Context: an optimization exercise on an open-source flow, tuned for small area, a short achievable clock period and few clock cycles. The choices shown serve that exercise and are no tape-out recipe. Only simulation tests tie the RTL to the original design; equivalence was not proved. Power is estimated from default activity; no workload was simulated.

== the reference run ==
## ordered_timer_expiry_manager_top
module ordered_timer_expiry_manager_top
#(
    parameter int NUM_SLOTS = 16
) (
    input  logic              i_clk,
    input  logic              i_rst_n,
    input  logic              i_s_tvalid,
    output logic              o_s_tready,
    input  logic [IN_DW-1:0]  i_s_tdata,    
    input  logic [1:0]        i_s_tuser,    
    output logic              o_m_tvalid,
    input  logic              i_m_tready,
    output logic [OUT_DW-1:0] o_m_tdata,    
    output logic              o_m_tlast     
);
Size: about 5600 cells after synthesis, roughly 1400 flip-flops, about 120 I/O pins.
==> flow/config.mk <==
export PLATFORM = sky130hd
export DESIGN_NAME = ordered_timer_expiry_manager_top
export DESIGN_NICKNAME = ordered_timer_expiry_manager_top
export VERILOG_FILES = /design/flow/design.v
export SDC_FILE = /design/flow/constraint.sdc
export NUM_CORES = 4
export LEC_CHECK = 0
export ABC_AREA = 1
export CAP_MARGIN = 20
export CORE_MARGIN = 2
export CORE_UTILIZATION = 40
export CTS_CLUSTER_DIAMETER = 70
export CTS_CLUSTER_SIZE = 30
export SLEW_MARGIN = 20
==> flow/constraint.sdc <==
create_clock -name core_clock -period 10.0 [get_ports {i_clk}]
set_input_delay 2.0000 -clock core_clock [delete_from_list [all_inputs] [get_ports {i_clk}]]
set_output_delay 2.0000 -clock core_clock [all_outputs]
set_load 0.01 [all_outputs]
standard.sh (not shown) runs the stock make flow with config.mk's settings and CLKGATE_MAP_FILE= SYNTH_SCRIPT=/design/flow/synth_recipe.tcl, a recipe that flattens the netlist after the stock synthesis.
==> flow/flow/run.sh <==
#!/bin/bash
set -euo pipefail
bash standard.sh SETUP_SLACK_MARGIN=6.5 finish > standard_flow.log 2>&1
Testbench counts of the reference run, summed over its fixed seeds: cycles 5,875.
## Diff of input files: the trial run against the reference run
--- a/flow/design.v
+++ b/flow/design.v
@@ -89,20 +89,20 @@
     assign o_s_tready = r_rdy;
     assign take       = i_s_tvalid && o_s_tready;
     assign o_m_tvalid = r_out_vld;
     assign o_m_tdata  = {4'b0, r_out_exp, r_out_slot};
     assign o_m_tlast  = r_out_last;
     assign due_now  = r_a | b;
     assign due_cmd  = |(hit & due_now);
     assign cmd_go   = r_in_vld && !r_bub &&
                       (!r_open || (r_in_cmd[1] && !due_cmd));
-    assign is_tick  = r_in_vld && !r_bub && !r_open && (r_in_cmd == CMD_TICK);
-    assign is_start = r_in_vld && !r_bub && !r_open && (r_in_cmd == CMD_START) && r_in_range;
+    assign is_tick  = cmd_go && (r_in_cmd == CMD_TICK);
+    assign is_start = cmd_go && (r_in_cmd == CMD_START) && r_in_range;
     assign is_stop  = cmd_go && (r_in_cmd == CMD_STOP) && r_in_range;
     assign is_setp  = cmd_go && (r_in_cmd == CMD_SETP) && r_in_range;
     assign open_now = r_open || is_tick;
     always_comb begin
         logic [EXP_W-1:0] pt;
         pt = r_t1;
         for (int s = 1; s < EXP_W; s = s * 2) begin
             for (int i = EXP_W - 1; i >= 0; i--) begin
                 if ((i / s) % 2 == 1) pt[i] = pt[i] & pt[(i / s) * s - 1];
@@ -188,28 +188,28 @@
     assign two_a    = two_set(r_a);
     assign two_b    = two_set(b);
     assign more_raw = any_a ? (two_a || any_b) : two_b;
     assign want  = open_now && (any_a || any_b);
     assign fire  = want && out_free;
     assign still = from_a && p_1;
     assign more  = (r_cnt != EVCNT_W'(MAX_EVENTS - 1)) && (more_raw || still);
     assign close = open_now && (!want || (fire && !more));
     assign d_m1  = KW'(r_in_d) - 1'b1;
-    assign new_p = r_in_per || (r_in_cmd == CMD_SETP) ? d_m1[DELAY_W-1:0] : '1;
+    assign new_p = r_in_per || is_setp ? d_m1[DELAY_W-1:0] : '1;
     assign in_vld_nx = take || (r_in_vld && !cmd_go);
     assign ok_nx     = take ? (i_s_tuser[1] && !due_now[i_s_tdata[3:0]]) :
                               (r_in_cmd[1] && !due_cmd);
     always_ff @(posedge i_clk) begin
         for (int i = 0; i < N; i++) begin
             if (r_w_hit[i]) r_k[i] <= new_k;
             if ((is_start || is_setp) && hit[i]) begin
                 r_p[i] <= new_p;
-                r_u[i] <= !(r_in_per || (r_in_cmd == CMD_SETP)) || (r_in_d[DELAY_W-1:2] == '0);
+                r_u[i] <= !(r_in_per || is_setp) || (r_in_d[DELAY_W-1:2] == '0);
             end
             r_b1[i] <= r_w_hit[i] ? (r_w_cf ? r_w_x2 : r_w_x1) :
                        (r_k[i][KW-1:LW] == tn_now[KW-1:LW]) && (r_k[i][LW-1:0] == tn_now[LW-1:0]);
             r_b2[i] <= r_w_hit[i] ? (r_w_cf ? r_w_x3 : r_w_x2) :
                        (r_k[i][KW-1:LW] == tn_now[KW-1:LW]) && (r_k[i][LW-1:0] == tn2_lo);
         end
     end
     always_ff @(posedge i_clk) begin
         if (!i_rst_n) begin
@@ -225,19 +225,19 @@
                     r_arm[i] <= 1'b0;
                 end
             end
             if (close) begin
                 r_a <= (b & ~(fire ? sel : '0)) | (fire && still ? sel : '0);
             end else if (fire) begin
                 r_a <= r_a & ~sel;
             end else if (is_start) begin
                 r_a <= (r_a & ~hit) | (r_in_d == '0 ? hit : '0);
-            end else if (r_in_vld && !r_bub && !r_open && (r_in_cmd == CMD_STOP)) begin
+            end else if (is_stop) begin
                 r_a <= r_a & ~hit;
             end
         end
     end
     always_ff @(posedge i_clk) begin
         if (fire)          r_w_hit <= p_0 ? '0 : sel;
         else if (is_start) r_w_hit <= hit;
         else               r_w_hit <= '0;
     end
==> run notes <==
- Clock power (the reference run / the trial run): 1.11
- The lower setup slack after placement came out of the trial run.
- Compare the trial run and the reference run | delay of the slowest cell on the worst path higher: the trial run
- The trial run: utilization after layout is 0.51 points lower than what the reference run reported.
- NOTE cell-internal power the reference run->the trial run decreased by a few percent
- Overall power after layout: the trial run vs the reference run down about 8%
- Synthesized cell count (the trial run vs. the reference run) decreases slightly
- | synthesized area | the reference run vs the trial run | ≈ equal |
Testbench counts of the trial run, summed over its fixed seeds: cycles 5,875.

## what the ideal ports hide
In the flow no input, the clock included, has a driving cell. The finished layouts below were timed again as built, in two steps. Step 1 (the two cells are an assumption about what drives the block):
set clk [get_ports {i_clk}]
set_driving_cell -lib_cell sky130_fd_sc_hd__clkbuf_16 $clk
set_driving_cell -lib_cell sky130_fd_sc_hd__buf_2 [delete_from_list [all_inputs] $clk]
Step 2, shift: input delay + t, output delay - t, t = (earliest + latest rising clock arrival at the registers) / 2. This alone moves slack from input paths to output paths. Slacks: no drivers / after step 1 / after step 2; pairs: no drivers / after step 1.
run	t, ns	setup slack, ns	worst hold slack (ns)	worst setup path after step 2	worst register clock-pin slew, ns
the reference run	0.841	6.455 / 6.373 / 5.882	0.475 / 0.475 / 0.475	input to register	0.11 / 0.11
the trial run	0.806	6.461 / 6.382 / 5.812	0.464 / 0.464 / 0.464	input to register	0.11 / 0.11
After both steps every run listed still meets setup and hold. The setup slack of the trial run, which loses most, moves by -0.079 ns with the drivers and by -0.649 ns with both steps.
